Background: an optimization exercise with open tools, aiming at small area. Do not read the settings as production practice.
The RTL was checked by simulation tests, not by an equivalence proof against the original design.
Power and IR drop assume default switching activity.

==> design.v <==
package cpu_pkg;
    typedef logic [32-1:0]       word_t;
    typedef logic [5-1:0] reg_addr_t;
endpackage
`timescale 1ns/1ps
module instr_decoder (
    input  cpu_pkg::word_t instr,
    input  logic           instr_valid,
    output logic           reg_write,   
    output logic           is_imm,      
    output logic           is_lui       
);
    logic [6:0] opcode;
    logic [2:0] funct3;
    logic [6:0] funct7;
    logic       f7_base;
    logic       f7_alt;
    logic       supported;
    assign opcode  = instr[6:0];
    assign funct3  = instr[14:12];
    assign funct7  = instr[31:25];
    assign f7_base = (funct7 == 7'b0000000);
    assign f7_alt  = (funct7 == 7'b0100000);
    assign is_imm = (opcode == 7'b0010011);
    assign is_lui = (opcode == 7'b0110111);
    always_comb begin
        case (opcode)
            7'b0110011: supported = f7_base ||
                                    (f7_alt && ((funct3 == 3'b000) || (funct3 == 3'b101)));
            7'b0010011: begin
                case (funct3)
                    3'b001:     supported = f7_base;
                    3'b101: supported = f7_base || f7_alt;
                    default:     supported = 1'b1;
                endcase
            end
            7'b0110111:   supported = 1'b1;
            default:    supported = 1'b0;
        endcase
    end
    assign reg_write = instr_valid && supported && (instr[11:7] != '0);
endmodule
`timescale 1ns/1ps
module rf_bit_next (
    input  logic we,
    input  logic we_n,
    input  logic d,
    input  logic q,
    output logic nxt
);
    assign nxt = (we & d) | (we_n & q);
endmodule
module rf_read3 (
    input  logic [2:0] sel,
    input  logic [2:0] q,
    output logic       y_n
);
    assign y_n = !(|(sel & q));
endmodule
module register_file (
    input  logic               clk,
    input  logic               arst_n,
    input  cpu_pkg::reg_addr_t rs1_addr_d,
    input  logic               rs1_en_d,
    input  cpu_pkg::reg_addr_t rs2_addr_d,
    input  logic               rs2_en_d,
    input  logic               ex_we,
    input  cpu_pkg::reg_addr_t ex_waddr,
    output cpu_pkg::word_t     rs1_data,
    output cpu_pkg::word_t     rs2_data,
    input  logic               we,       
    input  cpu_pkg::reg_addr_t waddr,
    input  cpu_pkg::word_t     wdata
);
    localparam int N = 32;
    localparam int W = 32;
    logic [W-1:0] regs  [1:N-1];
    logic [W-1:0] nxt   [1:N-1];
    logic [N-1:1] written;
    logic [N-1:1] wsel;
    logic [N-1:1] wsel_n;
    logic [N-1:1] rd_ok;
    logic [N-1:1] rd_ok_d;
    logic [N-1:1] sel1_d;
    logic [N-1:1] sel2_d;
    logic [N-1:1] sel1;
    logic [N-1:1] sel2;
    logic         fwd1;
    logic         fwd2;
    always_comb begin
        for (int i = 1; i < N; i++) begin
            wsel[i]    = we && (waddr == i[4:0]);
            wsel_n[i]  = !(we && (waddr == i[4:0]));
            rd_ok_d[i] = (written[i] || wsel[i]) && !(ex_we && (ex_waddr == i[4:0]));
            sel1_d[i]  = rs1_en_d && (rs1_addr_d == i[4:0]) && rd_ok_d[i];
            sel2_d[i]  = rs2_en_d && (rs2_addr_d == i[4:0]) && rd_ok_d[i];
        end
    end
    always_ff @(posedge clk) begin
        sel1 <= sel1_d;
        sel2 <= sel2_d;
        fwd1 <= rs1_en_d && ex_we && (rs1_addr_d == ex_waddr);
        fwd2 <= rs2_en_d && ex_we && (rs2_addr_d == ex_waddr);
    end
    always_ff @(posedge clk or negedge arst_n) begin
        if (!arst_n) begin
            written <= '0;
        end else begin
            written <= written | wsel;
        end
    end
    for (genvar i = 1; i < N; i++) begin : g_row
        for (genvar b = 0; b < W; b++) begin : g_bit
            rf_bit_next u_nxt (
                .we   (wsel[i]),
                .we_n (wsel_n[i]),
                .d    (wdata[b]),
                .q    (regs[i][b]),
                .nxt  (nxt[i][b])
            );
        end
        always_ff @(posedge clk) begin
            regs[i] <= nxt[i];
        end
    end
    for (genvar b = 0; b < W; b++) begin : g_col
        logic [10:0] g1_n;
        logic [10:0] g2_n;
        for (genvar g = 0; g < 10; g++) begin : g_grp
            logic [2:0] q3;
            assign q3 = {regs[3*g+3][b], regs[3*g+2][b], regs[3*g+1][b]};
            rf_read3 u_r1 (.sel(sel1[3*g+3:3*g+1]), .q(q3), .y_n(g1_n[g]));
            rf_read3 u_r2 (.sel(sel2[3*g+3:3*g+1]), .q(q3), .y_n(g2_n[g]));
        end
        assign g1_n[10] = !((sel1[N-1] && regs[N-1][b]) || (fwd1 && wdata[b]));
        assign g2_n[10] = !((sel2[N-1] && regs[N-1][b]) || (fwd2 && wdata[b]));
        assign rs1_data[b] = !(&g1_n);
        assign rs2_data[b] = !(&g2_n);
    end
endmodule
`timescale 1ns/1ps
module alu_carry (
    input  logic [31:0] p,
    input  logic [31:0] g,
    input  logic        cin,
    output logic [32:0] c
);
    logic [31:0] gg [0:5];
    logic [31:0] pp [0:5];
    always_comb begin
        gg[0] = g;
        pp[0] = p;
        gg[0][0] = g[0] | (p[0] & cin);
        for (int l = 1; l <= 5; l++) begin
            gg[l] = gg[l-1];
            pp[l] = pp[l-1];
            for (int i = 0; i < 32; i++) begin
                if (((i + 1) % (1 << l)) == 0) begin
                    gg[l][i] = gg[l-1][i] | (pp[l-1][i] & gg[l-1][i - (1 << (l-1))]);
                    pp[l][i] = pp[l-1][i] & pp[l-1][i - (1 << (l-1))];
                end
            end
        end
    end
    logic [31:0] G;
    always_comb begin
        G = gg[5];
        for (int l = 4; l >= 1; l--) begin
            for (int i = 0; i < 32; i++) begin
                if ((((i + 1) % (1 << l)) == (1 << (l-1))) && (i >= (1 << l))) begin
                    G[i] = gg[5][i] | (pp[5][i] & G[i - (1 << (l-1))]);
                end
            end
        end
    end
    assign c[0] = cin;
    assign c[32:1] = G;
endmodule
module alu_pre (
    input  logic a,
    input  logic b,
    input  logic sub,
    output logic p,
    output logic g
);
    logic bx;
    assign bx = b ^ sub;
    assign p  = a ^ bx;
    assign g  = a & bx;
endmodule
module alu_post (
    input  logic p,
    input  logic g,
    input  logic c,
    input  logic sh_n,
    input  logic k_p,    
    input  logic k_c,
    input  logic k_g,
    input  logic k_sh,
    output logic y
);
    assign y = (k_p & (p ^ (k_c & c))) | (k_g & g) | (k_sh & !sh_n);
endmodule
module alu_shift (
    input  logic [31:0] x,
    input  logic        fill,    
    input  logic [4:0]  ml,      
    input  logic [4:0]  mr,      
    input  logic [4:0]  mn,      
    output logic [31:0] y_n
);
    logic [31:0] v [0:5];
    logic        fill_n;
    assign v[0]   = x;
    assign fill_n = !fill;
    for (genvar l = 0; l < 5; l++) begin : g_lvl
        localparam int K = 1 << l;
        localparam logic ZERO = (l % 2 == 0) ? 1'b0 : 1'b1;
        logic f;
        assign f = (l % 2 == 0) ? fill : fill_n;
        for (genvar i = 0; i < 32; i++) begin : g_bit
            logic [2:0] d;
            assign d[0] = v[l][i];
            assign d[1] = (i >= K)     ? v[l][i-K] : ZERO;
            assign d[2] = (i + K < 32) ? v[l][i+K] : f;
            if ((i >= K) && (i + K < 32)) begin : g_full
                rf_read3 u_c (.sel({mr[l], ml[l], mn[l]}), .q(d), .y_n(v[l+1][i]));
            end else begin : g_edge
                assign v[l+1][i] = !((mn[l] & d[0]) | (ml[l] & d[1]) | (mr[l] & d[2]));
            end
        end
    end
    assign y_n = v[5];
endmodule
module execute_stage (
    input  logic [31:7]    ins,       
    input  logic           is_imm,
    input  logic           is_lui,
    input  cpu_pkg::word_t rs1_data,  
    input  cpu_pkg::word_t rs2_data,  
    output cpu_pkg::word_t result
);
    logic [2:0]     f3;
    logic           alt;
    logic           is_reg;
    logic           sub;
    cpu_pkg::word_t immg;
    cpu_pkg::word_t a;
    cpu_pkg::word_t b;
    cpu_pkg::word_t bx;
    cpu_pkg::word_t p;
    cpu_pkg::word_t g;
    logic [32:0]    c;
    logic           lt;
    logic           op_sum, op_xor, op_or, op_and, op_sr, op_sl, op_lt;
    logic           k_p, k_c, k_g, k_sh;
    logic [4:0]     ml, mr, mn;
    cpu_pkg::word_t sh_n;
    cpu_pkg::word_t r;
    assign f3     = ins[14:12];
    assign alt    = ins[30];
    assign is_reg = !is_imm && !is_lui;
    assign op_sum = is_lui || (f3 == 3'b000);
    assign op_xor = !is_lui && (f3 == 3'b100);
    assign op_or  = !is_lui && (f3 == 3'b110);
    assign op_and = !is_lui && (f3 == 3'b111);
    assign op_sr  = !is_lui && (f3 == 3'b101);
    assign op_sl  = !is_lui && (f3 == 3'b001);
    assign op_lt  = !is_lui && (f3[2:1] == 2'b01);
    assign sub = (is_reg && (f3 == 3'b000) && alt) || op_lt;
    assign immg = is_lui ? {ins[31:12], 12'b0} :
                  is_imm ? {{20{ins[31]}}, ins[31:20]} : 32'b0;
    assign a  = rs1_data;
    assign b  = rs2_data | immg;
    for (genvar i = 0; i < 32; i++) begin : g_pre
        alu_pre u_pre (.a(a[i]), .b(b[i]), .sub(sub), .p(p[i]), .g(g[i]));
    end
    alu_carry u_carry (.p(p), .g(g), .cin(sub), .c(c));
    assign lt  = (f3[0] ? 1'b1 : p[31]) ^ c[32];
    assign k_p  = op_sum || op_xor || op_or;
    assign k_c  = op_sum;
    assign k_g  = op_and || op_or;
    assign k_sh = op_sl || op_sr;
    assign ml   = {5{op_sl}} & b[4:0];
    assign mr   = {5{op_sr}} & b[4:0];
    assign mn   = ~b[4:0];
    alu_shift u_shift (.x(a), .fill(alt && a[31]), .ml(ml), .mr(mr), .mn(mn), .y_n(sh_n));
    for (genvar i = 0; i < 32; i++) begin : g_post
        alu_post u_post (.p(p[i]), .g(g[i]), .c(c[i]), .sh_n(sh_n[i]), .k_p(k_p), .k_c(k_c),
                         .k_g(k_g), .k_sh(k_sh), .y(r[i]));
    end
    assign result = {r[31:1], r[0] | (op_lt & lt)};
endmodule
`timescale 1ns/1ps
module rv_alu_core (
    input  logic           clk,
    input  logic           arst_n,
    input  cpu_pkg::word_t instr,
    input  logic           instr_valid,
    output logic [37:0]    retire
);
    logic           dec_write;
    logic           dec_imm;
    logic           dec_lui;
    logic           s1_v;
    logic           s1_imm;
    logic           s1_lui;
    logic [31:7]    s1_ins;
    cpu_pkg::word_t rs1_data;
    cpu_pkg::word_t rs2_data;
    cpu_pkg::word_t result;
    logic           r_v;
    logic [4:0]     r_rd;
    cpu_pkg::word_t r_data;
    instr_decoder dec0 (
        .instr       (instr),
        .instr_valid (instr_valid),
        .reg_write   (dec_write),
        .is_imm      (dec_imm),
        .is_lui      (dec_lui)
    );
    always_ff @(posedge clk or negedge arst_n) begin
        if (!arst_n) begin
            s1_v <= 1'b0;
        end else begin
            s1_v <= dec_write;
        end
    end
    always_ff @(posedge clk) begin
        s1_imm <= dec_imm;
        s1_lui <= dec_lui;
        s1_ins <= instr[31:7];
    end
    register_file rf0 (
        .clk      (clk),
        .arst_n   (arst_n),
        .rs1_addr_d (instr[19:15]),
        .rs1_en_d   (!dec_lui),
        .rs2_addr_d (instr[24:20]),
        .rs2_en_d   (!dec_imm && !dec_lui),
        .ex_we      (s1_v),
        .ex_waddr   (s1_ins[11:7]),
        .rs1_data (rs1_data),
        .rs2_data (rs2_data),
        .we       (r_v),
        .waddr    (r_rd),
        .wdata    (r_data)
    );
    execute_stage ex0 (
        .ins      (s1_ins),
        .is_imm   (s1_imm),
        .is_lui   (s1_lui),
        .rs1_data (rs1_data),
        .rs2_data (rs2_data),
        .result   (result)
    );
    always_ff @(posedge clk or negedge arst_n) begin
        if (!arst_n) begin
            r_v <= 1'b0;
        end else begin
            r_v <= s1_v;
        end
    end
    always_ff @(posedge clk) begin
        r_rd   <= s1_ins[11:7];
        r_data <= result;
    end
    assign retire = {r_v, r_rd, r_data};
endmodule
==> flow/run.sh <==
#!/bin/bash
# The standard synthesis, then the standard layout with three changes:
# ABC's buffers are removed at floorplan (REMOVE_ABC_BUFFERS), every port is
# buffered with the smallest buffer (buf_1), and before the placement-stage
# repair_design the drivers of high-fanout nets are sized up (flow/presize.tcl,
# run through ORFS's PRE_RESIZE_TCL hook).
set -euo pipefail
work=$(pwd)
bash standard.sh synth > "$work/synth.log" 2>&1
bash standard.sh REMOVE_ABC_BUFFERS=1 \
    "BUFFER_PORTS_ARGS=-buffer_cell sky130_fd_sc_hd__buf_1" \
    PRE_RESIZE_TCL="$work/flow/presize.tcl" finish > "$work/layout.log" 2>&1
==> flow/presize.tcl <==
# Runs before the placement-stage repair_design (PRE_RESIZE_TCL). Nets with
# many loads (register-file word and bit lines, ALU controls) get a driver one
# size up, so repair_design needs few buffers on them.
proc presize_high_fanout {min_loads size} {
  set n 0
  set block [ord::get_db_block]
  foreach net [$block getNets] {
    set its [$net getITerms]
    if {[llength $its] < [expr {$min_loads + 1}]} continue
    set drv ""
    foreach it $its {
      if {[$it isOutputSignal]} { set drv [$it getInst] }
    }
    if {$drv eq ""} continue
    set m [[$drv getMaster] getName]
    regsub {_[0-9]+$} $m "_$size" m2
    if {$m2 eq $m} continue
    set cells [get_lib_cells -quiet */$m2]
    if {[llength $cells] == 0} continue
    replace_cell [get_cells [$drv getName]] [lindex $cells 0]
    incr n
  }
  puts "presize_high_fanout: resized $n drivers to size $size"
}
presize_high_fanout 16 2
==> standard.sh <==
#!/bin/bash
# synth_recipe.tcl (not shown) runs the flow's synth.tcl, then flattens the netlist and writes it again
# the make line also repeats each setting of config.mk as NAME=value (left out here)
make -C /OpenROAD-flow-scripts/flow DESIGN_CONFIG=/design/flow/config.mk WORK_HOME=/design/flow/orfs CLKGATE_MAP_FILE= SYNTH_SCRIPT=/design/flow/synth_recipe.tcl "${@:-finish}"
==> config.mk <==
export PLATFORM = sky130hd
export DESIGN_NAME = rv_alu_core
export DESIGN_NICKNAME = rv_alu_core
export VERILOG_FILES = /design/flow/design.v
export SDC_FILE = /design/flow/constraint.sdc
export NUM_CORES = 4
export LEC_CHECK = 0
export CAP_MARGIN = 20
export CORE_MARGIN = 2
export CORE_UTILIZATION = 60
export CTS_CLUSTER_DIAMETER = 100
export CTS_CLUSTER_SIZE = 30
export GPL_TIMING_DRIVEN = 0
export PLACE_DENSITY = 0.72
export SETUP_SLACK_MARGIN = 0.45
export SLEW_MARGIN = 20
export SYNTH_HIERARCHICAL = 1
export SYNTH_MINIMUM_KEEP_SIZE = 0
==> constraint.sdc <==
create_clock -name core_clock -period 6.0 [get_ports {clk}]
set_input_delay 1.2000 -clock core_clock [delete_from_list [all_inputs] [get_ports {clk}]]
set_output_delay 1.2000 -clock core_clock [all_outputs]
set_load 0.01 [all_outputs]
==> flow_metrics.env, run 1 <==
export IMPL_path_clk_slew_ns=0.12
export IMPL_final_hold_viol_count=0
export IMPL_clock_fmax_ghz=0.1759
export IMPL_ys_seq_area_frac=0.4948
export IMPL_clk_latency_ns=0.67
export IMPL_synthCells=4112
export IMPL_async_flop_share=0.02862
export IMPL_maxCapViolations=0
export IMPL_critical_path_max_fanout=32
export IMPL_hold_class="reg -> reg"
export IMPL_root_buffer="clkbuf_16"
export IMPL_start_kind="register"
export IMPL_yosysWarnings=17
export IMPL_critPathBufInv=0
export IMPL_setup_viol=0
export IMPL_die_y_um=283.8
export IMPL_cts_htree_levels=2
export IMPL_dp_cells=5132
export IMPL_mappedNetlistArea_um2=46990
export IMPL_slew_headroom=0.1445
export IMPL_p_per_area_nw_per_um2=241.3
export IMPL_crit_chain="a222oi_1 > nand4_1 > nor2_1 > nand4_1 > a222oi_1 > a222oi_1 > a222oi_1 > a222oi_1 > a221oi_1 > nor2b_1 > a221o_1"
export IMPL_ant_nets=0
export IMPL_min_to="rf0.written[26]$_DFF_PN0_"
export IMPL_fp_row_count=102
export IMPL_detail_route_iter0_violations=10920
export IMPL_nNetsFinal=4212
export IMPL_worstSetupPathType="reg -> reg"
export IMPL_seqCellArea_um2=23450
export IMPL_grt_pass1_vias=42340
export IMPL_dieArea_um2=80570
export IMPL_core_um2=77470
export IMPL_endpoint_kind="register"
export IMPL_io_pins=73
export IMPL_cts_hold_buf=0
export IMPL_post_route_util=0.6439
export IMPL_wl_um=205500
export IMPL_critPathArrivalTime_ns=6.23
export IMPL_leakagePower_nw=18.10
export IMPL_synthFlopType="dfxtp_1"
export IMPL_grt_max_degree=35
export IMPL_min_from="rf0.written[26]$_DFF_PN0_"
export IMPL_die_x_um=283.8
export IMPL_cts_inserted_buffers=45
export IMPL_drive_gt1_frac=0.06712
export IMPL_max_stage_delay_ns=0.71
export IMPL_nFillCells=6320
export IMPL_final_cells=5200
export IMPL_gp_congestion=1.010
export IMPL_status="no timing/DRC/antenna violations"
export IMPL_timing_rr_end="r_data[27]$_DFF_P_"
export IMPL_skew_ns=0.05055
export IMPL_cts_tree="yes"
export IMPL_firstDrtPassIters=22
export IMPL_wl_per_cell_um=39.51
export IMPL_synth_edf_count=0
export IMPL_cpMostUsedCell="a222oi_1"
export IMPL_synth_area_leaders="dfxtp_1, a22o_1, a222oi_1"
export IMPL_cp_required_ns=6.55
export IMPL_ys_types=70
export IMPL_fin_crit_ns=5.685
export IMPL_numPortBuffers=72
export IMPL_viasPerCell=8.814
export IMPL_final_period_utilization=0.9474
export IMPL_dp_hpwl_um=114600
export IMPL_whs_ns=0.4676
export IMPL_rsz0062_at_grt="true"
export IMPL_route_vias_total=45830
export IMPL_syn_avg_cell_area_um2=11.43
export IMPL_start_util=0.6065
export IMPL_worstMarginPinSlew_ns=1.279
export IMPL_globalRouteOverflowTotal=0
export IMPL_whs_path_depth=2
export IMPL_antenna_found_initial=9
export IMPL_grt_pass1_wl_um=289500
export IMPL_drc=0
export IMPL_cp_top_family="compound AO/OA/AOI/OAI gates"
export IMPL_netlist_top_cells_count="dfxtp_1, a22o_1, a222oi_1, nand2_1, nand4_1"
export IMPL_r2r_start="rf0.sel1[12]$_DFF_P_"
export IMPL_clk_path_buf_depth=3
export IMPL_ir_worst_vdd_uv=222.0
export IMPL_grtUsageTotal=0.4804
export IMPL_yosysMostFrequentCell="dfxtp_1"
export IMPL_yosys_area_top_type="dfxtp_1"
export IMPL_area_growth_synth_to_final_pct=6.159
export IMPL_synth_seq_cells=1153
export IMPL_maxSlewViolCount=0
export IMPL_ff2ff_path_depth=11
export IMPL_multi_input_area_um2=23190
export IMPL_slowest_stage="dfxtp_2"
export IMPL_netlist_area_leader_share=0.4772
export IMPL_worst_path_stages=11
export IMPL_rrSetupSlack_ns=0.32
export IMPL_cts_sinks=1153
==> stage by stage <==
stage	setup slack (ns)	setup TNS [ns]	total power, W	instance area, µm²
2_1_floorplan	1.334	0	0.008107	46420
3_3_place_gp	-1.149	-27.06	0.008284	47990
3_5_place_dp	0.3739	0	0.008296	48420
4_1_cts	0.4602	0	0.01200	49720
5_1_grt	0.4188	0	0.01230	49880
6_report	0.3153	0	0.01204	49880
==> Yosys stat by module, one instance, submodules excluded, excerpt <==
module         flip-flops and latches  copies in the design  cell area (µm²)
execute_stage                       0                     1            777.0
instr_decoder                       0                     1            136.4
alu_shift                           0                     1            665.6
register_file                    1087                     1            25840
rf_read3                            0                   738            10.01
alu_carry                           0                     1            539.3
alu_post                            0                    32            28.78
rv_alu_core                        66                     1             1346
==> area by class of cell <==
class                      count  area share
sequential                  1153      0.4701
multi-input combinational   2787      0.4649
tap                         1040     0.02609
clock buffer                  55     0.02375
timing repair buffer          82    0.007901
inverter                      76    0.005719
clock inverter                 4    0.001430
antenna                        3   0.0001505
==> metal layers <==
metal / wire, µm / track usage / vias up
met5: 264 / 0.01071 / -
met2: 82350 / 0.6771 / 4357
met4: 17310 / 0.3216 / 16
met3: 35130 / 0.2117 / 1119
li1: - / - / 18430
met1: 70410 / 0.5894 / 21910
==> worst min-delay path: stages (launching register included) <==
cell and delay (ns):
dfrtp_1 0.34, a21oi_1 0.06, inv_1 0.05
==> cells in the final DEF, fill, tap and decap left out, types with 6 or more instances in the layout <==
| cell | netlist | routed |
|---|---|---|
| nand2b_1 | 8 | 8 |
| a222oi_1 | 742 | 742 |
| buf_1 | 2 | 71 |
| a221o_1 | 34 | 34 |
| a22oi_1 | 53 | 53 |
| ha_1 | 32 | 32 |
| inv_1 | 75 | 43 |
| nand2_1 | 196 | 165 |
| nand4_1 | 167 | 167 |
| nand2_2 | 0 | 30 |
| o21ai_0 | 8 | 8 |
| nor3_1 | 28 | 28 |
| nor2_1 | 108 | 95 |
| dfxtp_4 | 0 | 32 |
| a21oi_4 | 0 | 11 |
| nand3b_1 | 7 | 6 |
| inv_2 | 1 | 33 |
| nor4_1 | 9 | 9 |
| a221oi_1 | 60 | 60 |
| nor4b_1 | 27 | 27 |
| clkbuf_1 | 32 | 9 |
| clkbuf_16 | 0 | 46 |
| dfxtp_1 | 1120 | 1023 |
| nand3_1 | 6 | 6 |
| xor2_1 | 33 | 33 |
| a22o_1 | 994 | 994 |
| dfrtp_1 | 33 | 33 |
| a21o_1 | 33 | 33 |
| dfxtp_2 | 0 | 65 |
| nor2_2 | 0 | 12 |
| xnor2_1 | 42 | 42 |
| nor2b_1 | 47 | 44 |
| a21oi_1 | 80 | 65 |
==> what timing repair did <==
action	in CTS	in global routing
gates resized for setup	16	30
pin swaps	0	6
endpoints found under the setup margin	1	13
setup buffers	0	4
==> how the worst max path moves through the flow <==
| stage | startpoint | endpoint | slack (ns) |
|---|---|---|---|
| 3_5_place_dp | rf0.sel2[7]$_DFF_P_ | r_data[0]$_DFF_P_ | 0.37 |
| 5_1_grt | rf0.sel1[12]$_DFF_P_ | r_data[0]$_DFF_P_ | 0.42 |
| 2_1_floorplan | s1_lui$_DFF_P_ | r_data[0]$_DFF_P_ | 1.33 |
| 4_1_cts | rf0.sel1[10]$_DFF_P_ | r_data[0]$_DFF_P_ | 0.46 |
| 3_3_place_gp | rf0.sel2[7]$_DFF_P_ | r_data[27]$_DFF_P_ | -1.15 |
| 6_report | rf0.sel1[12]$_DFF_P_ | r_data[27]$_DFF_P_ | 0.32 |
==> state kept, by name (all words and copies together), names as in the netlist <==
signal,flops
rf0.sel1,31
r_data,32
s1_ins,25
rf0.regs,992
rf0.fwd2,1
s1_lui,1
rf0.sel2,31
s1_v,1
rf0.written,31
r_rd,5
r_v,1
s1_imm,1
rf0.fwd1,1
==> power breakdown <==
part | internal [W] | switching [W]
Sequential | 0.00768 | 0.000208
Clock | 0.00144 | 0.00247
Combinational | 0.0000972 | 0.000145
Total | 0.00921 | 0.00282
==> cell families (layout without fill, tap and decap cells) <==
kind of cell / after synthesis / in the layout / share of synthesized area
DFF: 1153 / 1153 / 0.4948
other: 0 / 3 / 0
adders and majority gates: 32 / 32 / 0.008521
and+or+nand+nor: 650 / 650 / 0.07472
buffers and inverters: 172 / 217 / 0.01819
AOI/OAI and AO/OA: 2030 / 2030 / 0.3898
xor gates and xnor gates: 75 / 75 / 0.01398
==> run 2: changes to the inputs <==
--- a/design.v
+++ b/design.v
@@ -43,12 +43,12 @@
 `timescale 1ns/1ps
 module rf_bit_next (
     input  logic we,
-    input  logic we_n,
+    input  logic hold,
     input  logic d,
     input  logic q,
     output logic nxt
 );
-    assign nxt = (we & d) | (we_n & q);
+    assign nxt = (we & d) | (hold & q);
 endmodule
 module rf_read3 (
     input  logic [2:0] sel,
@@ -76,10 +76,9 @@
     localparam int W = 32;
     logic [W-1:0] regs  [1:N-1];
     logic [W-1:0] nxt   [1:N-1];
-    logic [N-1:1] written;
+    logic         cleared;
     logic [N-1:1] wsel;
-    logic [N-1:1] wsel_n;
-    logic [N-1:1] rd_ok;
+    logic [N-1:1] hold;
     logic [N-1:1] rd_ok_d;
     logic [N-1:1] sel1_d;
     logic [N-1:1] sel2_d;
@@ -90,8 +89,8 @@
     always_comb begin
         for (int i = 1; i < N; i++) begin
             wsel[i]    = we && (waddr == i[4:0]);
-            wsel_n[i]  = !(we && (waddr == i[4:0]));
-            rd_ok_d[i] = (written[i] || wsel[i]) && !(ex_we && (ex_waddr == i[4:0]));
+            hold[i]    = cleared && !(we && (waddr == i[4:0]));
+            rd_ok_d[i] = !(ex_we && (ex_waddr == i[4:0]));
             sel1_d[i]  = rs1_en_d && (rs1_addr_d == i[4:0]) && rd_ok_d[i];
             sel2_d[i]  = rs2_en_d && (rs2_addr_d == i[4:0]) && rd_ok_d[i];
         end
@@ -104,16 +103,16 @@
     end
     always_ff @(posedge clk or negedge arst_n) begin
         if (!arst_n) begin
-            written <= '0;
+            cleared <= 1'b0;
         end else begin
-            written <= written | wsel;
+            cleared <= 1'b1;
         end
     end
     for (genvar i = 1; i < N; i++) begin : g_row
         for (genvar b = 0; b < W; b++) begin : g_bit
             rf_bit_next u_nxt (
                 .we   (wsel[i]),
-                .we_n (wsel_n[i]),
+                .hold (hold[i]),
                 .d    (wdata[b]),
                 .q    (regs[i][b]),
                 .nxt  (nxt[i][b])
==> run 2 against run 1 <==
Final area rose by 1.1%. Clock-buffer cell count decreased by 7. Core utilization up 2.2 points. Hold slack worse by 0.11 ns. Critical path type unchanged. Largest cell class is now multi-input gates. Via count fell by 0.46%. Cell count shrank 2.3%. Critical path depth rose by 4. Synthesized cell count shrank 2.9%. Clock power is 2% lower. Sequential cell count is 30 lower.
==> flow_metrics.env, run 2 <==
export IMPL_max_stage_delay_ns=0.58
export IMPL_maxCapViolations=0
export IMPL_numPortBuffers=72
export IMPL_cp_required_ns=6.56
export IMPL_netlist_top_cells_count="dfxtp_1, a22o_1, a222oi_1, nand4_1, nand2_1"
export IMPL_p_per_area_nw_per_um2=239.9
export IMPL_viasPerCell=8.982
export IMPL_top_regs="rf0.regs: 992 flops, r_data: 32 flops"
export IMPL_netlist_area_leader_share=0.4902
export IMPL_cts_sinks=1123
export IMPL_slew_headroom=0.1482
export IMPL_dp_cells=5002
export IMPL_grt_pass1_wl_um=286000
export IMPL_nNetsFinal=4154
export IMPL_timing_rr_end="r_data[0]$_DFF_P_"
export IMPL_final_cells=5079
export IMPL_root_buffer="clkbuf_16"
export IMPL_critPathArrivalTime_ns=6.14
export IMPL_drc=0
export IMPL_endpoint="r_data[0]$_DFF_P_"
export IMPL_cts_tree="yes"
export IMPL_leakagePower_nw=17.76
export IMPL_crit_start="rf0.sel1[9]$_DFF_P_"
export IMPL_largest_reg_flops=992
export IMPL_synthCells=3991
export IMPL_final_period_utilization=0.9286
export IMPL_cts_hold_buf=0
export IMPL_fin_crit_ns=5.571
export IMPL_skew_ns=0.07607
export IMPL_firstDrtPassIters=13
export IMPL_clk_path_buf_depth=3
export IMPL_start_util=0.6042
export IMPL_area_growth_synth_to_final_pct=10.22
export IMPL_whs_ns=0.3530
export IMPL_grt_max_degree=35
export IMPL_async_flop_share=0.002671
export IMPL_io_pins=73
export IMPL_hold_class="in -> async"
export IMPL_status="no timing/DRC/antenna violations"
export IMPL_globalRouteOverflowTotal=0
export IMPL_maxSlewViolCount=0
export IMPL_yosysWarnings=17
export IMPL_synth_seq_cells=1123
export IMPL_critical_path_max_fanout=32
export IMPL_die_x_um=280.1
export IMPL_yosys_area_top_type="dfxtp_1"
export IMPL_layout_commonest_cell="dfxtp_1"
export IMPL_post_route_util=0.6660
export IMPL_core_um2=75700
export IMPL_final_hold_viol_count=0
export IMPL_start_kind="register"
export IMPL_synth_edf_count=0
export IMPL_antenna_found_initial=17
export IMPL_mostFrequentLayoutCells="dfxtp_1, a22o_1, a222oi_1"
export IMPL_mappedNetlistArea_um2=45740
export IMPL_endpoint_kind="register"
export IMPL_clk_latency_ns=0.70
export IMPL_gp_congestion=1.037
export IMPL_crit_chain="a222oi_1 > nand4_1 > nor2_1 > nand4_1 > ha_1 > and4_1 > and2_1 > a211o_2 > nand4_2 > a21oi_2 > a221o_1 > a31oi_4 > o21ai_1 > or3_2 > a41o_1"
export IMPL_cts_htree_levels=2
export IMPL_drive_gt1_frac=0.07869
export IMPL_route_vias_total=45620
export IMPL_worstMarginPinSlew_ns=1.278
export IMPL_wl_um=206800
export IMPL_dp_hpwl_um=120100
export IMPL_detail_route_iter0_violations=12230
export IMPL_ys_types=62
export IMPL_ys_seq_area_frac=0.4918
export IMPL_synth_area_leaders="dfxtp_1, a22o_1, a222oi_1"
export IMPL_cts_inserted_buffers=44
export IMPL_clock_fmax_ghz=0.1795
export IMPL_rsz0062_at_grt="false"
export IMPL_rrSetupSlack_ns=0.43
export IMPL_path_clk_slew_ns=0.12
export IMPL_worstSetupPathType="reg -> reg"
export IMPL_synthFlopType="dfxtp_1"
export IMPL_r2r_start="rf0.sel1[9]$_DFF_P_"
export IMPL_cpMostUsedCell="nand4_1"
export IMPL_die_y_um=280.1
export IMPL_fp_row_count=101
export IMPL_ff2ff_path_depth=15
export IMPL_yosysMostFrequentCell="dfxtp_1"
export IMPL_grt_pass1_vias=42170
export IMPL_setup_viol=0
export IMPL_grtUsageTotal=0.4894
export IMPL_dieArea_um2=78460
export IMPL_ant_nets=0
export IMPL_wl_per_cell_um=40.72
export IMPL_slowest_stage="dfxtp_4"
export IMPL_ir_worst_vdd_uv=240.0
export IMPL_top_register="rf0.regs"
export IMPL_syn_avg_cell_area_um2=11.46
[run 2: cell types whose count changed in the layout (fill, tap and decap cells not counted), moves of 31 or more]
cell / previous run / this run
dfrtp_1: 33 / 2
inv_1: 43 / 11
a21oi_1: 65 / 34
buf_16: 0 / 39
nor2_4: 1 / 32
[run 2: cells by family (layout without fill, tap and decap cells)]
logic type                 Yosys count  after routing  synth area share
buffers and inverters              104            205           0.01198
other                                1             10        0.00008199
adders and majority gates           32             32          0.008754
DFF                               1123           1123            0.4918
xor gates and xnor gates            75             75           0.01436
and+or+nand+nor                    642            642           0.07345
AOI/OAI and AO/OA                 2014           2014            0.3995
[run 2: critical path, delay by kind of cell, from the launching register on]
family | cells | cell delay [ns]
and+or+nand+nor | 7 | 2.33
adders and majority gates | 1 | 0.52
AOI/OAI and AO/OA | 7 | 2.00
DFF | 1 | 0.58
[run 2: power by group]
part | internal (W) | leakage, nW | switching, W
logic | 0.000131 | 8.03 | 0.000340
clock network | 0.00143 | 0.603 | 0.00242
registers | 0.00747 | 9.13 | 0.000307
[run 2: modules after synthesis (local to each module, per instance), a selection]
| module | cells | times used | area [µm²] |
|---|---|---|---|
| register_file | 1674 | 1 | 24600 |
| rv_alu_core | 69 | 1 | 1346 |
| execute_stage | 133 | 1 | 777.0 |
| alu_shift | 92 | 1 | 665.6 |
| alu_post | 4 | 32 | 28.78 |
| alu_pre | 2 | 32 | 21.27 |
| rf_read3 | 1 | 738 | 10.01 |
| rf_bit_next | 1 | 992 | 8.758 |
[run 2: layout make-up]
cell class | instances | area (µm²)
fill | 5863 | 25280
sequential | 1123 | 22710
timing repair buffer | 140 | 1907
multi-input combinational | 2764 | 23260
clock inverter | 3 | 66.31
tap | 978 | 1224
clock buffer | 48 | 1169
antenna | 9 | 22.52
inverter | 14 | 52.55
[run 2: worst min-delay path by stage]
stage          depth (start not counted)                  endpoint                      from  slack [ns]
2_1_floorplan                          0           r_rd[0]$_DFF_P_         s1_ins[7]$_DFF_P_        0.41
3_3_place_gp                           1  rf0.regs[19][18]$_DFF_P_  rf0.regs[19][18]$_DFF_P_        0.47
3_5_place_dp                           1  rf0.regs[25][24]$_DFF_P_  rf0.regs[25][24]$_DFF_P_        0.48
4_1_cts                                1            s1_v$_DFF_PN0_                    arst_n        0.35
5_1_grt                                1            s1_v$_DFF_PN0_                    arst_n        0.34
6_report                               1             r_v$_DFF_PN0_                    arst_n        0.35
[run 2: timing repair]
item	CTS	global route
gates resized for setup	7	38
endpoints found under the setup margin	1	17
pin swaps	0	8
hold endpoints to repair	0	0
buffers inserted	0	17
[run 2: layer usage]
metal / vias up / global-route usage / wire length (µm)
li1: 18230 / - / -
met3: 1146 / 0.2146 / 36860
met2: 4465 / 0.6905 / 82390
met5: - / 0.004378 / 137
met1: 21760 / 0.5982 / 69930
met4: 20 / 0.3336 / 17490
[run 2: stage by stage]
stage / area [µm²] / setup TNS [ns] / worst slack, ns / total power [W]
after floorplan: 45240 / 0 / 1.334 / 0.007982
after global placement: 46740 / -241.82 / -1.027 / 0.008301
after detailed placement: 48660 / 0 / 0.4515 / 0.008360
after CTS: 49910 / 0 / 0.4511 / 0.01198
after global routing: 50400 / 0 / 0.4570 / 0.01228
final: 50410 / 0 / 0.4285 / 0.01209
==> run 3: changes to the inputs <==
--- a/design.v
+++ b/design.v
@@ -50,6 +50,27 @@
 );
     assign nxt = (we & d) | (hold & q);
 endmodule
+module rf_row_ctl (
+    input  logic wsel_n,
+    input  logic cleared,
+    output logic we,
+    output logic hold
+);
+    assign we   = !wsel_n;
+    assign hold = cleared & wsel_n;
+endmodule
+module rf_nand4 (
+    input  logic [3:0] a_n,
+    output logic       y
+);
+    assign y = !(&a_n);
+endmodule
+module rf_nand3 (
+    input  logic [2:0] a_n,
+    output logic       y
+);
+    assign y = !(&a_n);
+endmodule
 module rf_read3 (
     input  logic [2:0] sel,
     input  logic [2:0] q,
@@ -67,7 +88,8 @@
     input  logic               ex_we,
     input  cpu_pkg::reg_addr_t ex_waddr,
     output cpu_pkg::word_t     rs1_data,
-    output cpu_pkg::word_t     rs2_data,
+    output cpu_pkg::word_t     rs2_data,   
+    input  cpu_pkg::word_t     rs2_or,
     input  logic               we,       
     input  cpu_pkg::reg_addr_t waddr,
     input  cpu_pkg::word_t     wdata
@@ -79,28 +101,36 @@
     logic         cleared;
     logic [N-1:1] wsel;
     logic [N-1:1] hold;
-    logic [N-1:1] rd_ok_d;
-    logic [N-1:1] sel1_d;
-    logic [N-1:1] sel2_d;
+    logic [N-1:1] wsel_n;
+    logic [7:0]   hi1, hi2;
+    logic [3:0]   lo1, lo2;
     logic [N-1:1] sel1;
     logic [N-1:1] sel2;
     logic         fwd1;
     logic         fwd2;
+    logic         fwd1_d;
+    logic         fwd2_d;
+    assign fwd1_d = rs1_en_d && ex_we && (rs1_addr_d == ex_waddr);
+    assign fwd2_d = rs2_en_d && ex_we && (rs2_addr_d == ex_waddr);
+    always_ff @(posedge clk) begin
+        for (int j = 0; j < 8; j++) begin
+            hi1[j] <= rs1_en_d && !fwd1_d && (rs1_addr_d[4:2] == j[2:0]);
+            hi2[j] <= rs2_en_d && !fwd2_d && (rs2_addr_d[4:2] == j[2:0]);
+        end
+        for (int j = 0; j < 4; j++) begin
+            lo1[j] <= (rs1_addr_d[1:0] == j[1:0]);
+            lo2[j] <= (rs2_addr_d[1:0] == j[1:0]);
+        end
+        fwd1 <= fwd1_d;
+        fwd2 <= fwd2_d;
+    end
     always_comb begin
         for (int i = 1; i < N; i++) begin
-            wsel[i]    = we && (waddr == i[4:0]);
-            hold[i]    = cleared && !(we && (waddr == i[4:0]));
-            rd_ok_d[i] = !(ex_we && (ex_waddr == i[4:0]));
-            sel1_d[i]  = rs1_en_d && (rs1_addr_d == i[4:0]) && rd_ok_d[i];
-            sel2_d[i]  = rs2_en_d && (rs2_addr_d == i[4:0]) && rd_ok_d[i];
+            wsel_n[i] = !(we && (waddr == i[4:0]));
+            sel1[i] = hi1[i/4] && lo1[i%4];
+            sel2[i] = hi2[i/4] && lo2[i%4];
         end
     end
-    always_ff @(posedge clk) begin
-        sel1 <= sel1_d;
-        sel2 <= sel2_d;
-        fwd1 <= rs1_en_d && ex_we && (rs1_addr_d == ex_waddr);
-        fwd2 <= rs2_en_d && ex_we && (rs2_addr_d == ex_waddr);
-    end
     always_ff @(posedge clk or negedge arst_n) begin
         if (!arst_n) begin
             cleared <= 1'b0;
@@ -109,6 +139,7 @@
         end
     end
     for (genvar i = 1; i < N; i++) begin : g_row
+        rf_row_ctl u_ctl (.wsel_n(wsel_n[i]), .cleared(cleared), .we(wsel[i]), .hold(hold[i]));
         for (genvar b = 0; b < W; b++) begin : g_bit
             rf_bit_next u_nxt (
                 .we   (wsel[i]),
@@ -133,8 +164,15 @@
         end
         assign g1_n[10] = !((sel1[N-1] && regs[N-1][b]) || (fwd1 && wdata[b]));
         assign g2_n[10] = !((sel2[N-1] && regs[N-1][b]) || (fwd2 && wdata[b]));
-        assign rs1_data[b] = !(&g1_n);
-        assign rs2_data[b] = !(&g2_n);
+        logic [2:0] t1, t2;
+        rf_nand4 u_c1a (.a_n(g1_n[3:0]),  .y(t1[0]));
+        rf_nand4 u_c1b (.a_n(g1_n[7:4]),  .y(t1[1]));
+        rf_nand3 u_c1c (.a_n(g1_n[10:8]), .y(t1[2]));
+        rf_nand4 u_c2a (.a_n(g2_n[3:0]),  .y(t2[0]));
+        rf_nand4 u_c2b (.a_n(g2_n[7:4]),  .y(t2[1]));
+        rf_nand3 u_c2c (.a_n(g2_n[10:8]), .y(t2[2]));
+        assign rs1_data[b] = |t1;
+        assign rs2_data[b] = (|t2) | rs2_or[b];
     end
 endmodule
 `timescale 1ns/1ps
@@ -175,6 +213,23 @@
     assign c[0] = cin;
     assign c[32:1] = G;
 endmodule
+module alu_out0 (
+    input  logic x_n,
+    input  logic lt_n,
+    input  logic sh_n,
+    input  logic k_sh_n,
+    output logic y
+);
+    assign y = !((k_sh_n | sh_n) & x_n & lt_n);
+endmodule
+module alu_sel2 (
+    input  logic s,
+    input  logic a0,
+    input  logic a1,
+    output logic y
+);
+    assign y = s ? a1 : a0;
+endmodule
 module alu_pre (
     input  logic a,
     input  logic b,
@@ -236,21 +291,18 @@
     input  logic           is_imm,
     input  logic           is_lui,
     input  cpu_pkg::word_t rs1_data,  
-    input  cpu_pkg::word_t rs2_data,  
+    input  cpu_pkg::word_t b,         
     output cpu_pkg::word_t result
 );
     logic [2:0]     f3;
     logic           alt;
     logic           is_reg;
     logic           sub;
-    cpu_pkg::word_t immg;
     cpu_pkg::word_t a;
-    cpu_pkg::word_t b;
     cpu_pkg::word_t bx;
     cpu_pkg::word_t p;
     cpu_pkg::word_t g;
     logic [32:0]    c;
-    logic           lt;
     logic           op_sum, op_xor, op_or, op_and, op_sr, op_sl, op_lt;
     logic           k_p, k_c, k_g, k_sh;
     logic [4:0]     ml, mr, mn;
@@ -267,15 +319,11 @@
     assign op_sl  = !is_lui && (f3 == 3'b001);
     assign op_lt  = !is_lui && (f3[2:1] == 2'b01);
     assign sub = (is_reg && (f3 == 3'b000) && alt) || op_lt;
-    assign immg = is_lui ? {ins[31:12], 12'b0} :
-                  is_imm ? {{20{ins[31]}}, ins[31:20]} : 32'b0;
     assign a  = rs1_data;
-    assign b  = rs2_data | immg;
     for (genvar i = 0; i < 32; i++) begin : g_pre
         alu_pre u_pre (.a(a[i]), .b(b[i]), .sub(sub), .p(p[i]), .g(g[i]));
     end
     alu_carry u_carry (.p(p), .g(g), .cin(sub), .c(c));
-    assign lt  = (f3[0] ? 1'b1 : p[31]) ^ c[32];
     assign k_p  = op_sum || op_xor || op_or;
     assign k_c  = op_sum;
     assign k_g  = op_and || op_or;
@@ -284,11 +332,18 @@
     assign mr   = {5{op_sr}} & b[4:0];
     assign mn   = ~b[4:0];
     alu_shift u_shift (.x(a), .fill(alt && a[31]), .ml(ml), .mr(mr), .mn(mn), .y_n(sh_n));
-    for (genvar i = 0; i < 32; i++) begin : g_post
+    for (genvar i = 1; i < 32; i++) begin : g_post
         alu_post u_post (.p(p[i]), .g(g[i]), .c(c[i]), .sh_n(sh_n[i]), .k_p(k_p), .k_c(k_c),
                          .k_g(k_g), .k_sh(k_sh), .y(r[i]));
     end
-    assign result = {r[31:1], r[0] | (op_lt & lt)};
+    logic x0_n;
+    logic lt_x;
+    logic lt_n;
+    assign x0_n = !((k_p & (p[0] ^ (k_c & c[0]))) | (k_g & g[0]));
+    assign lt_x = f3[0] | p[31];
+    alu_sel2 u_lt (.s(c[32]), .a0(!(op_lt & lt_x)), .a1(!(op_lt & !lt_x)), .y(lt_n));
+    alu_out0 u_r0 (.x_n(x0_n), .lt_n(lt_n), .sh_n(sh_n[0]), .k_sh_n(!k_sh), .y(r[0]));
+    assign result = r;
 endmodule
 `timescale 1ns/1ps
 module rv_alu_core (
@@ -307,6 +362,7 @@
     logic [31:7]    s1_ins;
     cpu_pkg::word_t rs1_data;
     cpu_pkg::word_t rs2_data;
+    cpu_pkg::word_t imm;
     cpu_pkg::word_t result;
     logic           r_v;
     logic [4:0]     r_rd;
@@ -341,16 +397,19 @@
         .ex_waddr   (s1_ins[11:7]),
         .rs1_data (rs1_data),
         .rs2_data (rs2_data),
+        .rs2_or   (imm),
         .we       (r_v),
         .waddr    (r_rd),
         .wdata    (r_data)
     );
+    assign imm = s1_lui ? {s1_ins[31:12], 12'b0} :
+                 s1_imm ? {{20{s1_ins[31]}}, s1_ins[31:20]} : 32'b0;
     execute_stage ex0 (
         .ins      (s1_ins),
         .is_imm   (s1_imm),
         .is_lui   (s1_lui),
         .rs1_data (rs1_data),
-        .rs2_data (rs2_data),
+        .b        (rs2_data),
         .result   (result)
     );
     always_ff @(posedge clk or negedge arst_n) begin
==> run 3 against run 2 <==
Die area shrank 2.2%. Critical path depth shrank 2. Global-route usage grew 0.37 points. Still clean. Combinational power grew 16%.
==> flow_metrics.env, run 3 <==
export IMPL_cts_hold_buf=0
export IMPL_synthCells=3865
export IMPL_cts_htree_levels=2
export IMPL_globalRouteOverflowTotal=0
export IMPL_cts_tree="yes"
export IMPL_maxCapViolations=0
export IMPL_start_util=0.6038
export IMPL_syn_avg_cell_area_um2=11.57
export IMPL_detail_route_iter0_violations=12220
export IMPL_synthFlopType="dfxtp_1"
export IMPL_slew_headroom=0.1798
export IMPL_fp_row_count=100
export IMPL_layout_commonest_cell="dfxtp_1"
export IMPL_start_kind="register"
export IMPL_rsz0062_at_grt="false"
export IMPL_synth_seq_cells=1085
export IMPL_mappedNetlistArea_um2=44720
export IMPL_firstDrtPassIters=15
export IMPL_setup_tns_final_ns=0
export IMPL_clk_latency_ns=0.67
export IMPL_dieArea_um2=76740
export IMPL_wl_um=203800
export IMPL_path_clk_slew_ns=0.12
export IMPL_total_power_w=0.01175
export IMPL_top_regs="rf0.regs: 992 flops, r_data: 32 flops, s1_ins: 25 flops"
export IMPL_clk_path_buf_depth=3
export IMPL_fin_crit_ns=5.656
export IMPL_final_hold_viol_count=0
export IMPL_rrSetupSlack_ns=0.34
export IMPL_viasPerCell=9.162
export IMPL_maxSlewViolCount=0
export IMPL_skew_ns=0.04421
export IMPL_ys_seq_area_frac=0.4860
export IMPL_wl_per_cell_um=40.93
export IMPL_numPortBuffers=72
export IMPL_worstSetupPathType="reg -> reg"
export IMPL_cts_sinks=1085
export IMPL_clock_fmax_ghz=0.1768
export IMPL_leakagePower_nw=17.47
export IMPL_root_buffer="clkbuf_16"
export IMPL_drive_gt1_frac=0.08009
export IMPL_antenna_found_initial=13
export IMPL_route_vias_total=45620
export IMPL_netlist_top_cells_count="dfxtp_1, a22o_1, a222oi_1, nand4_1, nand2_1"
export IMPL_netlist_area_leader_share=0.4843
export IMPL_final_period_utilization=0.9427
export IMPL_status="no timing/DRC/antenna violations"
export IMPL_nNetsFinal=4067
export IMPL_core_um2=74070
export IMPL_largest_reg_flops=992
export IMPL_p_per_area_nw_per_um2=243.8
export IMPL_async_flop_share=0.002765
export IMPL_yosysWarnings=17
export IMPL_critPathArrivalTime_ns=6.22
export IMPL_ir_worst_vdd_uv=258.7
export IMPL_grt_max_degree=36
export IMPL_synth_area_leaders="dfxtp_1, a22o_1, a222oi_1"
export IMPL_mostFrequentLayoutCells="dfxtp_1, a22o_1, a222oi_1"
export IMPL_area_growth_synth_to_final_pct=7.724
export IMPL_pre_cts_slack_ns=-0.3364
export IMPL_drc=0
export IMPL_grtUsageTotal=0.4931
export IMPL_gp_congestion=1.009
export IMPL_endpoint_kind="register"
export IMPL_post_route_util=0.6504
export IMPL_critical_path_max_fanout=32
export IMPL_dp_hpwl_um=116400
export IMPL_ys_types=67
export IMPL_worst_slack_ns=0.3437
export IMPL_ant_nets=0
export IMPL_cp_required_ns=6.56
export IMPL_worstMarginPinSlew_ns=1.230
export IMPL_yosysMostFrequentCell="dfxtp_1"
export IMPL_die_y_um=277.0
export IMPL_cts_inserted_buffers=43
export IMPL_die_x_um=277.0
export IMPL_synth_edf_count=0
export IMPL_io_pins=73
export IMPL_hold_class="in -> async"
export IMPL_yosys_area_top_type="dfxtp_1"
export IMPL_grt_pass1_wl_um=285900
export IMPL_top_register="rf0.regs"
export IMPL_nFillCells=5696
export IMPL_setup_viol=0
export IMPL_grt_pass1_vias=43560
-- run 3: per-layer routing --
metal | wire, µm | vias to the layer above | track usage
met5 | 51 | - | 0.001876
met4 | 19250 | 8 | 0.3708
met3 | 36680 | 1329 | 0.1842
met2 | 80640 | 4905 | 0.6948
met1 | 67160 | 21540 | 0.6121
li1 | - | 17840 | -
-- run 3: area by class of cell --
type	instances	area, µm²	area share
antenna	2	5.005	0.0001039
clock buffer	46	1109	0.02301
clock inverter	7	137.6	0.002857
inverter	50	195.2	0.004051
multi-input combinational	2694	22980	0.4769
sequential	1085	21790	0.4523
tap	969	1212	0.02517
timing repair buffer	126	752.0	0.01561
-- run 3: timing repair --
item,CTS,global route
gates resized for setup,30,36
setup buffers,10,32
setup endpoints to repair,32,32
cloned,0,6
pin swaps,12,36
-- run 3: worst max-delay path, cell delays in order, from the launching register on --
cell and delay, ns:
dfxtp_2 0.51, and2_4 0.36, a222oi_1 0.50, nand4_1 0.36, or4_4 0.69, and2_2 0.40, a222oi_1 0.57, a222oi_1 0.33
a222oi_1 0.63, a222oi_1 0.26, buf_4 0.20, a221oi_2 0.34, nor2b_1 0.11, a221o_1 0.28
-- run 3: worst paths after layout --
path | start | end | depth (start not counted)
worst min register to register | s1_ins[8]$_DFF_P_ | r_rd[1]$_DFF_P_ | 0
worst max register to register | rf0.lo2[3]$_DFF_P_ | r_data[26]$_DFF_P_ | 13
max in group asynchronous | arst_n | rf0.cleared$_DFF_PN0_ | 1
min in group core_clock | s1_ins[8]$_DFF_P_ | r_rd[1]$_DFF_P_ | 0
worst min-delay path | arst_n | r_v$_DFF_PN0_ | 1
worst max-delay path | rf0.lo2[3]$_DFF_P_ | r_data[26]$_DFF_P_ | 13
-- run 3: cells by family after synthesis --
logic type / Yosys count / share of synthesized area
AOI/OAI and AO/OA: 1976 / 0.4033
DFF: 1085 / 0.4860
and+or+nand+nor: 604 / 0.07786
buffers and inverters: 92 / 0.008645
xor gates and xnor gates: 74 / 0.01483
adders and majority gates: 32 / 0.008952
other: 1 / 0.00008385
muxes: 1 / 0.0003356
-- run 3: modules after synthesis (local to each module, per instance), a selection --
module | cell area, µm² | flops+latches | times used | cells
alu_shift | 665.6 | 0 | 1 | 92
rv_alu_core | 1610 | 66 | 1 | 127
rf_nand3 | 5.005 | 0 | 64 | 1
rf_read3 | 10.01 | 0 | 738 | 1
rf_row_ctl | 10.01 | 0 | 31 | 2
alu_out0 | 12.51 | 0 | 1 | 1
register_file | 22400 | 1019 | 1 | 1328
alu_carry | 539.3 | 0 | 1 | 82
instr_decoder | 136.4 | 0 | 1 | 19
rf_bit_next | 8.758 | 0 | 992 | 1
alu_sel2 | 15.01 | 0 | 1 | 1
-- run 3: metrics by stage --
stage | hold WS (ns) | instance area [µm²] | std cells
2_1_floorplan | 0.3662 | 44520 | 3823
3_3_place_gp | 0.3843 | 46010 | 4864
3_5_place_dp | 0.3888 | 46430 | 4876
4_1_cts | 0.3235 | 47800 | 4939
5_1_grt | 0.3225 | 48170 | 4977
6_report | 0.3145 | 48180 | 4979
-- run 3: power by group --
| part | switching, W | internal [W] |
|---|---|---|
| logic | 0.000443 | 0.000103 |
| clock network | 0.00234 | 0.00145 |
| registers | 0.000179 | 0.00723 |
| total | 0.00296 | 0.00879 |

==> port drivers added, routing unchanged <==
In the flow no input, the clock included, has a driving cell. The finished layouts below were timed again as built, in two steps. Step 1 (the two cells are an assumption about what drives the block):
set clk [get_ports {clk}]
set_driving_cell -lib_cell sky130_fd_sc_hd__clkbuf_16 $clk
set_driving_cell -lib_cell sky130_fd_sc_hd__buf_2 [delete_from_list [all_inputs] $clk]
Step 2 moves the port delays by t, midway between the first and last clock arrival at a register: inputs arrive t later, outputs are due t later. That takes back most of the time a late clock gives input paths. a / b / c = ideal / step 1 / step 2; a / b = the first two.
run | t, ns | setup WS [ns] | worst setup path at the end
run 1 | 0.720 | 0.315 / 0.315 / 0.315 | register to register
run 2 | 0.735 | 0.429 / 0.429 / 0.429 | register to register
run 3 | 0.729 | 0.344 / 0.344 / 0.344 | register to register
After both steps every run listed still meets setup and hold.
